Background: an optimization exercise with open tools, aiming at small area, a short achievable clock period and few clock cycles per item. Do not read the settings as production practice.
In this exercise RTL edits were held to simulation tests only and were not proved equivalent to the original.
Power and IR drop assume default switching activity.

[constraint.sdc]
create_clock -name core_clock -period 11.0 [get_ports {Clk}]
set_input_delay 2.2000 -clock core_clock [delete_from_list [all_inputs] [get_ports {Clk}]]
set_output_delay 2.2000 -clock core_clock [all_outputs]
set_load 0.01 [all_outputs]
[run.sh]
#!/bin/bash
# synth_recipe.tcl (not shown) runs the flow's synth.tcl, then flattens the netlist and writes it again
# the make line also repeats each setting of config.mk as NAME=value (left out here)
make -C /OpenROAD-flow-scripts/flow DESIGN_CONFIG=/design/flow/config.mk WORK_HOME=/design/flow/orfs CLKGATE_MAP_FILE= SYNTH_SCRIPT=/design/flow/synth_recipe.tcl finish
[config.mk]
export PLATFORM = sky130hd
export DESIGN_NAME = mul_share_arbiter
export DESIGN_NICKNAME = mul_share_arbiter
export VERILOG_FILES = /design/flow/design.v
export SDC_FILE = /design/flow/constraint.sdc
export NUM_CORES = 4
export LEC_CHECK = 0
export CAP_MARGIN = 20
export CORE_MARGIN = 2
export CORE_UTILIZATION = 40
export SLEW_MARGIN = 20
[design.v]
module mul_share_arbiter #(
  parameter int DATAWIDTH = 64,
  parameter int NREQ      = 4,
  parameter int IDW       = 2
) (
  input  logic                      Clk,
  input  logic                      Rst,
  input  logic [NREQ-1:0]           req,
  input  logic [NREQ*DATAWIDTH-1:0] a_bus,
  input  logic [NREQ*DATAWIDTH-1:0] b_bus,
  output logic [NREQ-1:0]           gnt,
  output logic                      busy,
  output logic [DATAWIDTH-1:0]      prod,
  output logic [IDW-1:0]            prod_id,
  output logic                      prod_valid,
  input  logic                      prod_ready
);
  typedef enum logic [1:0] {IDLE, CALC, DONE} state_t;
  state_t               state;
  state_t               state_next;
  logic [IDW-1:0]       rr_ptr;
  logic [IDW-1:0]       win_id;
  logic [IDW-1:0]       rr_next;
  logic [31:0]          scan_idx;
  logic [DATAWIDTH-1:0] a_r;
  logic [DATAWIDTH-1:0] b_r;
  logic [IDW-1:0]       id_r;
  always_comb begin
    win_id   = '0;
    scan_idx = '0;
    for (int off = NREQ - 1; off >= 0; off--) begin
      scan_idx = 32'((int'(rr_ptr) + off) % NREQ);
      if (req[scan_idx]) begin
        win_id = scan_idx[IDW-1:0];
      end
    end
  end
  assign rr_next = (win_id == IDW'(NREQ - 1)) ? '0 : win_id + IDW'(1);
  always_ff @(posedge Clk) begin
    if (!Rst) begin
      state <= IDLE;
    end else begin
      state <= state_next;
    end
  end
  always_comb begin
    state_next = state;
    gnt        = '0;
    case (state)
      IDLE: begin
        if (req != '0) begin
          state_next = CALC;
          if (Rst) begin
            gnt[win_id] = 1'b1;
          end
        end
      end
      CALC: begin
        state_next = DONE;
      end
      DONE: begin
        if (prod_ready) begin
          state_next = IDLE;
        end
      end
      default: begin
        state_next = IDLE;
      end
    endcase
  end
  assign busy = (state != IDLE);
  always_ff @(posedge Clk) begin
    if (!Rst) begin
      rr_ptr     <= '0;
      a_r        <= '0;
      b_r        <= '0;
      id_r       <= '0;
      prod       <= '0;
      prod_id    <= '0;
      prod_valid <= 1'b0;
    end else begin
      case (state)
        IDLE: begin
          if (req != '0) begin
            a_r    <= a_bus[int'(win_id) * DATAWIDTH +: DATAWIDTH];
            b_r    <= b_bus[int'(win_id) * DATAWIDTH +: DATAWIDTH];
            id_r   <= win_id;
            rr_ptr <= rr_next;
          end
        end
        CALC: begin
          prod       <= a_r * b_r;
          prod_id    <= id_r;
          prod_valid <= 1'b1;
        end
        DONE: begin
          if (prod_ready) begin
            prod_valid <= 1'b0;
          end
        end
        default: begin
          prod_valid <= 1'b0;
        end
      endcase
    end
  end
endmodule
==> impl_results.md <==
- Min Tclk post-route: 9502 ps
- Fin crit share: 86.38%
- Layout cells sized above 1: 3.427%
- CTS Hold Bufs: 0
- Number of synthesized flops with an enable pin: 0
- Post-CTS Setup Inserts: 0
- Vias in the first global route: 64870
- First-pass GRT wire length: 411600 µm
- Worst slew margin: 19.85%
- Final net count: 11540
- Reg area: 4094 µm²
- Hold slack: 448.7 ps
- TritonCTS Buffers: 29
- Cell accounting for the most synthesized area: fa_1
- Setup crit end kind: flip-flop
- Layout fillers: 18040
- Hold depth: 2
- # DRC: 0
- Avg Inst Size Synth: 8.503 µm²
- Post-route setup slack: 1498 ps
- Worst slew pin tran: 1201 ps
- Pleak: 40.81 nW
- Clock root cell: clkbuf_16
- Placed cells: 11310
- Site Rows: 157
- Worst-skew pair later-pin latency: 650 ps
- DPL Wire Length: 226300 µm
- DR WL/cell: 24.02 µm
- Gpl congestion: 0.9672
- CP max stage cell: dfxtp_1
- Hold crit path type: reg2reg
- Vias per cell: 5.249
- Post-Synth XOR/XNOR Area: 2.076%
- Critical Setup Path Class: reg2reg
- Pre-antenna DRT Iters: 8
- Post_cts resized: 0
- Main combinational cell family by area after synthesis: adder cells
- Post-route ant nets: 0
- Setup violations, final: 0
- Post-synthesis compound-gate area fraction: 4.977%
- Die area: 188000 µm²
- Via count: 59710
- Cell Pwr Density: 333.2 nW/µm²
- Peak fanout along the critical path: 19
- Clk slew on worst S/H paths: 70 ps
- Crit-path max cell delay: 980 ps
- Seq/Total Area, Yosys: 5.450%
- Post-Synth Adder-Cell Area: 54.98%
- Grt total ovfl: 0
- Max-cap violation count: 0
- Count of pins over their slew limit: 0
- Final core utilization: 45.38%
- Largest cells by area after synthesis: fa_1 (50%), inv_1 (9.7%), nand2_1 (9.0%)
- Worst Path Arrival: 9980 ps
- Multiplexer share of the synthesized area: 0.01356%
- Die Wd: 433.6 µm
- Clock tree buffer depth: 3
- Post-Place Setup Slack: 1626 ps
- Mapped cell area: 73840 µm²
- H-tree levels: 1
- Top FF cell, synth: dfxtp_1
- Hold Vio Cnt, Final: 0
- Die Ht: 433.6 µm
- Yosys reg bits: 201
- Synth async-reset ratio: 0%
- Fin Setup TNS: 0 ps
- CTS tree: done
- Simple-gate share of the synthesized area: 19.74%
- Mapped Nets: 11350
- Final Skew: 54.15 ps
- Core region area: 183300 µm²
- Pin count of the biggest net entering global routing: 125
- Yosys warns: 1
- Post-synth top area share: 49.64%
- Initial Util: 40.29%
- Sink Count: 201
- Worst reg-to-reg setup slack: 1500 ps
- Startpoint types: flip-flop
- Post-synth cell types: 63
- Most Frequent Cell on Critical Path: fa_1
- # IOs: 591
- Achievable Freq: 0.1052 GHz
- Non-Filler Instances: 11370
- Syn Inst Count: 8684
- Initial DRC Count: 4527
- Overall global routing resource usage: 29.44%
- Maximum VDD drop: 583.8 µV
- RSZ-0062 raised after global routing: no
- Area growth syn-to-layout: 12.64%
- Worst path required time: 11470 ps
- R2R cell count: 28
- Status: finished clean
- DRT Wirelength: 273200 µm
- # port buffers: 590
- Multi-input logic area: 60480 µm²
- Initial antenna violation count: 19
[placed cells by master (no fill, tap or decap), drive strengths merged, types with 12 or more instances in the layout]
cell / count
xnor2: 139
a311oi: 128
ha: 315
nor2: 173
clkbuf: 32
and2: 966
a21o: 56
and3: 138
buf: 176
a211oi: 15
dfxtp: 201
nand2: 1763
xor2: 36
clkinv: 12
nand4: 15
o21bai: 12
o21ai: 43
inv: 1911
nand3: 18
a21oi: 239
clkdlybuf4s50: 590
fa: 1831
[metal layers]
| layer | GRT usage [%] | wire, µm | vias up |
|---|---|---|---|
| met3 | 5.466 | 23380 | 550 |
| met2 | 48.47 | 129100 | 2741 |
| li1 | - | - | 25450 |
| met1 | 37.94 | 106500 | 30960 |
| met5 | 0 | 41 | - |
| met4 | 12.45 | 14220 | 6 |
[final timing paths]
check                  end  startpoint
setup reg to reg  prod[60]     b_r[28]
hold reg to reg   prod[21]    prod[21]
hold / removal    prod[21]    prod[21]
setup / recovery  prod[60]     b_r[28]
[area by class of cell]
cell class              count  share of cell area [%]
repair buffers            766                   8.839
well taps                2464                   3.707
diodes                     10                 0.03009
clock buffers              32                  0.9101
inverters                1903                   8.606
clock inverters            22                  0.2693
flip-flops and latches    201                   4.922
multi-input cells        5976                   72.72
[power by group]
group	switching [mW]	leakage [nW]	internal, mW
registers	0.629	1.67	0.894
logic	15.7	38.6	9.47
clock network	0.461	0.492	0.556
[critical path: cells and delay by family (launching register included)]
kind                     cells  cell delay (ps)
XOR/XNOR                     1              190
AO/OA/AOI/OAI                8             1790
adder cells (fa/ha/maj)     11             5050
buffers and inverters        7              930
flip-flops                   1              980
AND/OR/NAND/NOR              1              380
[cells in the mapped netlist (all sizes together), types with 128 or more instances]
cell,count
ha,315
fa,1831
and3,138
a21oi,239
a311oi,128
xnor2,139
nor2,173
inv,1901
dfxtp,201
and2,966
nand2,1763
clkbuf,582
[per-stage QoR]
| stage | power [mW] | instance area [µm²] |
|---|---|---|
| global placement | 26.21 | 82120 |
| floorplan | 17.39 | 73840 |
| global route | 30.31 | 83170 |
| finish | 27.72 | 83170 |
| detailed placement | 26.34 | 82170 |
| CTS | 27.53 | 83150 |
[cells by family after synthesis]
logic type               count (synthesis)
AND/OR/NAND/NOR                       3106
buffers and inverters                 2507
adder cells (fa/ha/maj)               2146
AO/OA/AOI/OAI                          548
flip-flops                             201
XOR/XNOR                               175
multiplexers                             1
[flip-flops by register name (all words and copies together), names as in the netlist]
signal and cells:
a_r 64, b_r 64, prod 64, id_r 2
prod_id 2, rr_ptr 2, state 2, prod_valid 1
Testbench counts, summed over its fixed seeds: cycles 6,198, items 2,066.

[port drivers added, routing unchanged]
How much do the figures lean on ideal ports? The routed layout below was timed once more, with nothing changed but the port constraints.
Step 1: set_driving_cell puts a clkbuf_16 on Clk and a buf_2 on each other input, an assumption about the parent block.
Step 2 moves the port delays by t, midway between the first and last clock arrival at a register: inputs arrive t later, outputs are due t later. That takes back most of the time a late clock gives input paths.
Three values: ideal, step 1, step 2; two values: the first two.
shift t [ns]: 0.711
slack for setup (ns): 1.498 / 1.498 / 1.498
hold slack, ns: 0.449 / 0.449 / 0.449
slew at the worst register clock pin (ns): 0.08 / 0.08
worst slew at a driven data input, ns: 0.16
After both steps this run still meets setup and hold. For this run, drivers alone change the setup slack by 0.000 ns; drivers and shift together by 0.000 ns.
